From an optimization exercise on the open Yosys and OpenROAD flow, aimed at small area; shortcuts taken in it are not production practice. Only simulation tests tie the RTL to the original design; equivalence was not proved. Power figures rest on the tool's default switching activity, not on a simulated workload.

==> branch juniper: inputs <==
==> flow/design.v <==
package chunk_ser_pkg;
  typedef logic [2:0] state_t;
  localparam state_t ST_IDLE  = 3'd0;
  localparam state_t ST_KEY   = 3'd1;
  localparam state_t ST_NONCE = 3'd2;
  localparam state_t ST_CTR   = 3'd3;
  localparam state_t ST_DATA  = 3'd4;
  localparam logic ENCRYP = 1'b0;
  localparam logic DECRYP = 1'b1;
  function automatic integer seg_words(input integer seg_w, input integer word_w);
    seg_words = seg_w / word_w;
  endfunction
  function automatic integer pkt_words(input logic mode, input integer key_w,
                                   input integer nonce_w, input integer ctr_w,
                                   input integer data_w, input integer word_w);
    if (mode == ENCRYP)
      pkt_words = (key_w + nonce_w + ctr_w + data_w) / word_w;
    else
      pkt_words = data_w / word_w;
  endfunction
  function automatic integer max_seg_words(input integer key_w, input integer nonce_w,
                                       input integer ctr_w, input integer data_w,
                                       input integer word_w);
    integer m;
    m = key_w / word_w;
    if (nonce_w / word_w > m) m = nonce_w / word_w;
    if (ctr_w / word_w > m)   m = ctr_w / word_w;
    if (data_w / word_w > m)  m = data_w / word_w;
    max_seg_words = m;
  endfunction
  function automatic integer idx_width(input integer max_words);
    idx_width = $clog2(max_words) + 1;
  endfunction
endpackage
module chunk_ser_out_reg
#(
  parameter int WORD_W = 32
) (
  input  logic              chunk_ser_clk,
  input  logic              chunk_ser_reset_n,
  input  logic [WORD_W-1:0] load_data,
  input  logic              load_last,
  input  logic              load_valid,
  input  logic              m_axis_tready,
  output logic              load_en,
  output logic [WORD_W-1:0] m_axis_tdata,
  output logic              m_axis_tlast,
  output logic              m_axis_tvalid
);
  logic [WORD_W-1:0] tdata_reg;
  logic              tlast_reg;
  logic              tvalid_reg;
  assign load_en       = !tvalid_reg || m_axis_tready;
  assign m_axis_tdata  = tdata_reg;
  assign m_axis_tlast  = tlast_reg;
  assign m_axis_tvalid = tvalid_reg;
  always_ff @(posedge chunk_ser_clk or negedge chunk_ser_reset_n) begin
    if (!chunk_ser_reset_n) begin
      tdata_reg  <= '0;
      tlast_reg  <= 1'b0;
      tvalid_reg <= 1'b0;
    end else if (load_en) begin
      tdata_reg  <= load_data;
      tlast_reg  <= load_last;
      tvalid_reg <= load_valid;
    end
  end
endmodule
module chunk_serializer
#(
  parameter int WORD_W  = 32,
  parameter int DATA_W  = 512,
  parameter int KEY_W   = 256,
  parameter int NONCE_W = 64,
  parameter int CTR_W   = 64
) (
  input  logic               chunk_ser_clk,
  input  logic               chunk_ser_reset_n,
  input  logic               chunk_ser_valid,
  output logic               chunk_ser_ready,
  input  logic               encryp_decryp,
  input  logic [KEY_W-1:0]   public_key,
  input  logic [NONCE_W-1:0] nonce,
  input  logic [CTR_W-1:0]   counter,
  input  logic [DATA_W-1:0]  chunk_ser_data_in,
  output logic [WORD_W-1:0]  m_axis_tdata,
  output logic               m_axis_tvalid,
  input  logic               m_axis_tready,
  output logic               m_axis_tlast
);
  localparam int BLK_W      = KEY_W + NONCE_W + CTR_W + DATA_W;
  localparam int BLK_WORDS  = BLK_W / WORD_W;
  localparam int DATA_WORDS = DATA_W / WORD_W;
  localparam int IDX_W      = $clog2(BLK_WORDS);
  generate
    if (WORD_W <= 0 || KEY_W <= 0 || NONCE_W <= 0 || CTR_W <= 0 || DATA_W <= 0 ||
        (KEY_W % WORD_W) != 0 || (NONCE_W % WORD_W) != 0 ||
        (CTR_W % WORD_W) != 0 || (DATA_W % WORD_W) != 0) begin : g_bad_width
      $error("chunk_serializer: every segment width must be a nonzero multiple of WORD_W");
    end
  endgenerate
  logic               ready_reg;    
  logic               busy_reg;     
  logic [IDX_W-1:0]   word_idx;     
  logic [BLK_W-1:0]   blk_reg;      
  logic accept;
  logic last;
  assign accept          = chunk_ser_valid && ready_reg;
  assign last            = (word_idx == '0);
  assign chunk_ser_ready = ready_reg;
  assign m_axis_tvalid   = busy_reg;
  assign m_axis_tlast    = last;
  always_ff @(posedge chunk_ser_clk or negedge chunk_ser_reset_n) begin
    if (!chunk_ser_reset_n) begin
      ready_reg <= 1'b0;
      busy_reg  <= 1'b0;
    end else if (accept) begin
      ready_reg <= 1'b0;
      busy_reg  <= 1'b1;
    end else if (busy_reg && m_axis_tready && last) begin
      ready_reg <= 1'b1;
      busy_reg  <= 1'b0;
    end else if (!busy_reg) begin
      ready_reg <= 1'b1;
    end
  end
  always_ff @(posedge chunk_ser_clk) begin
    if (accept)
      word_idx <= (encryp_decryp == chunk_ser_pkg::ENCRYP) ? IDX_W'(BLK_WORDS - 1)
                                                           : IDX_W'(DATA_WORDS - 1);
    else if (busy_reg && m_axis_tready)
      word_idx <= word_idx - 1'b1;
  end
  logic [BLK_W-1:0] blk_in;
  assign blk_in = {public_key, nonce, counter, chunk_ser_data_in};
  always_ff @(posedge chunk_ser_clk) begin
    blk_reg <= (blk_in & {BLK_W{ready_reg}}) | (blk_reg & {BLK_W{busy_reg}});
  end
  always_comb begin
    m_axis_tdata = '0;
    for (int j = 0; j < BLK_WORDS; j++)
      if (word_idx == IDX_W'(j))
        m_axis_tdata = m_axis_tdata | blk_reg[j*WORD_W +: WORD_W];
  end
endmodule
==> flow/run.sh <==
#!/bin/bash
# synth_recipe.tcl (not shown) runs the flow's synth.tcl, then flattens the netlist and writes it again
# the make line also repeats each setting of config.mk as NAME=value (left out here)
make -C /OpenROAD-flow-scripts/flow DESIGN_CONFIG=/design/flow/config.mk WORK_HOME=/design/flow/orfs CLKGATE_MAP_FILE= SYNTH_SCRIPT=/design/flow/synth_recipe.tcl finish
==> flow/config.mk <==
export PLATFORM = sky130hd
export DESIGN_NAME = chunk_serializer
export DESIGN_NICKNAME = chunk_serializer
export VERILOG_FILES = /design/flow/design.v
export SDC_FILE = /design/flow/constraint.sdc
export NUM_CORES = 4
export LEC_CHECK = 0
export CAP_MARGIN = 20
export CORE_MARGIN = 2
export CORE_UTILIZATION = 40
export SLEW_MARGIN = 20
==> flow/constraint.sdc <==
create_clock -name core_clock -period 6.0 [get_ports {chunk_ser_clk}]
set_input_delay 1.2000 -clock core_clock [delete_from_list [all_inputs] [get_ports {chunk_ser_clk}]]
set_output_delay 1.2000 -clock core_clock [all_outputs]
set_load 0.01 [all_outputs]
==> inputs of branch onyx, as changes to branch juniper <==
--- a/flow/design.v
+++ b/flow/design.v
@@ -93,2 +93,3 @@
   localparam int DATA_WORDS = DATA_W / WORD_W;
+  localparam int HDR_WORDS  = BLK_WORDS - DATA_WORDS;
   localparam int IDX_W      = $clog2(BLK_WORDS);
@@ -103,8 +104,16 @@
   logic               busy_reg;     
-  logic [IDX_W-1:0]   word_idx;     
-  logic [BLK_W-1:0]   blk_reg;      
-  logic accept;
-  logic last;
+  logic               mode_reg;     
+  logic               inv_reg;      
+  logic [IDX_W-1:0]   words_left;   
+  logic [WORD_W-1:0]  chain [BLK_WORDS];
+  logic [BLK_W-1:0]   blk_in;
+  logic               accept;
+  logic               last;
+  logic               shift;
+  logic               hold;
+  assign blk_in          = {public_key, nonce, counter, chunk_ser_data_in};
   assign accept          = chunk_ser_valid && ready_reg;
-  assign last            = (word_idx == '0);
+  assign last            = (words_left == '0);
+  assign shift           = busy_reg && m_axis_tready;
+  assign hold            = !ready_reg && !m_axis_tready;
   assign chunk_ser_ready = ready_reg;
@@ -119,3 +128,3 @@
       busy_reg  <= 1'b1;
-    end else if (busy_reg && m_axis_tready && last) begin
+    end else if (shift && last) begin
       ready_reg <= 1'b1;
@@ -127,19 +136,26 @@
   always_ff @(posedge chunk_ser_clk) begin
-    if (accept)
-      word_idx <= (encryp_decryp == chunk_ser_pkg::ENCRYP) ? IDX_W'(BLK_WORDS - 1)
-                                                           : IDX_W'(DATA_WORDS - 1);
-    else if (busy_reg && m_axis_tready)
-      word_idx <= word_idx - 1'b1;
+    if (accept) begin
+      mode_reg   <= encryp_decryp;
+      words_left <= (encryp_decryp == chunk_ser_pkg::ENCRYP) ? IDX_W'(BLK_WORDS - 1)
+                                                             : IDX_W'(DATA_WORDS - 1);
+    end else if (shift) begin
+      words_left <= words_left - 1'b1;
+    end
   end
-  logic [BLK_W-1:0] blk_in;
-  assign blk_in = {public_key, nonce, counter, chunk_ser_data_in};
   always_ff @(posedge chunk_ser_clk) begin
-    blk_reg <= (blk_in & {BLK_W{ready_reg}}) | (blk_reg & {BLK_W{busy_reg}});
+    inv_reg <= ready_reg || !inv_reg;
   end
-  always_comb begin
-    m_axis_tdata = '0;
-    for (int j = 0; j < BLK_WORDS; j++)
-      if (word_idx == IDX_W'(j))
-        m_axis_tdata = m_axis_tdata | blk_reg[j*WORD_W +: WORD_W];
+  always_ff @(posedge chunk_ser_clk) begin
+    for (int k = 0; k < BLK_WORDS; k++) begin
+      if (k + 1 < BLK_WORDS)
+        chain[k] <= ~((blk_in[(BLK_WORDS-1-k)*WORD_W +: WORD_W] & {WORD_W{ready_reg}}) |
+                      (chain[k+1] & {WORD_W{shift}}) |
+                      (chain[k]   & {WORD_W{hold}}));
+      else
+        chain[k] <= ~((blk_in[(BLK_WORDS-1-k)*WORD_W +: WORD_W] & {WORD_W{ready_reg}}) |
+                      (chain[k]   & {WORD_W{hold}}));
+    end
   end
+  assign m_axis_tdata = ((mode_reg == chunk_ser_pkg::ENCRYP) ? chain[0] : chain[HDR_WORDS]) ^
+                        {WORD_W{inv_reg}};
 endmodule
==> notes.md <==
* Simple-gate portion of the synthesized area: 0.267%
- Iteration count of the initial detailed-routing pass: 17
- The first global-routing pass estimated 182 mm of wire.
* Areal power density over the cells: 583 nW/um^2
* Initial Utilization: 40.4%
- Number of placement rows: approximately 100
- Total length of routed met3 wires: 14.6 mm
- Vias: between 20,000 and 30,000
- Hold Path Origin: chain[22][21]$_DFF_P_
- Net Sw Frac: 33.6%
- Routability-driven placement finished with a final weighted congestion of 0.941.
* Signal buffers share of area: roughly 23%
- Result of the run: finished clean
* Sequential group power: roughly 12 mW
(the above is from branch onyx)
==> notes.md <==
* Simple-gate portion of the synthesized area: around 3.8%
- In this run, power in flip-flops and latches comes to between 10 and 15 mW.
- Number of placement rows: 105
* Result of the run: finished clean
- Iteration count of the initial detailed-routing pass: 6
- The first global-routing pass estimated 244 mm of wire.
* Vias: 31,800
* Areal power density over the cells: 632 nW/um^2
* Net Sw Frac: 36.2%
- Hold Path Origin: blk_reg[465]$_DFF_P_
(the above is from branch juniper)

## afterwards: timing with drivers on the ports
Ports are ideal in the flow. The routed layouts listed here were re-timed in OpenROAD. Step 1 sets driving cells, clkbuf_16 on the clock port and buf_2 on the other inputs (assumed; they add their load-dependent delay and slew). Step 2 moves the port delays by t, midway between the first and last clock arrival at a register: inputs arrive t later, outputs are due t later. That takes back most of the time a late clock gives input paths. Slacks: no drivers / after step 1 / after step 2; pairs: no drivers / after step 1.
run	t, ns	setup WS [ns]	latest minus earliest clock arrival (ns)	pins driven straight from the clock port
branch juniper	0.728	0.394 / 0.319 / 1.047	0.030 / 0.029	1
branch onyx	0.704	1.953 / 1.886 / 2.354	0.027 / 0.028	1
After both steps every run listed still meets setup and hold.
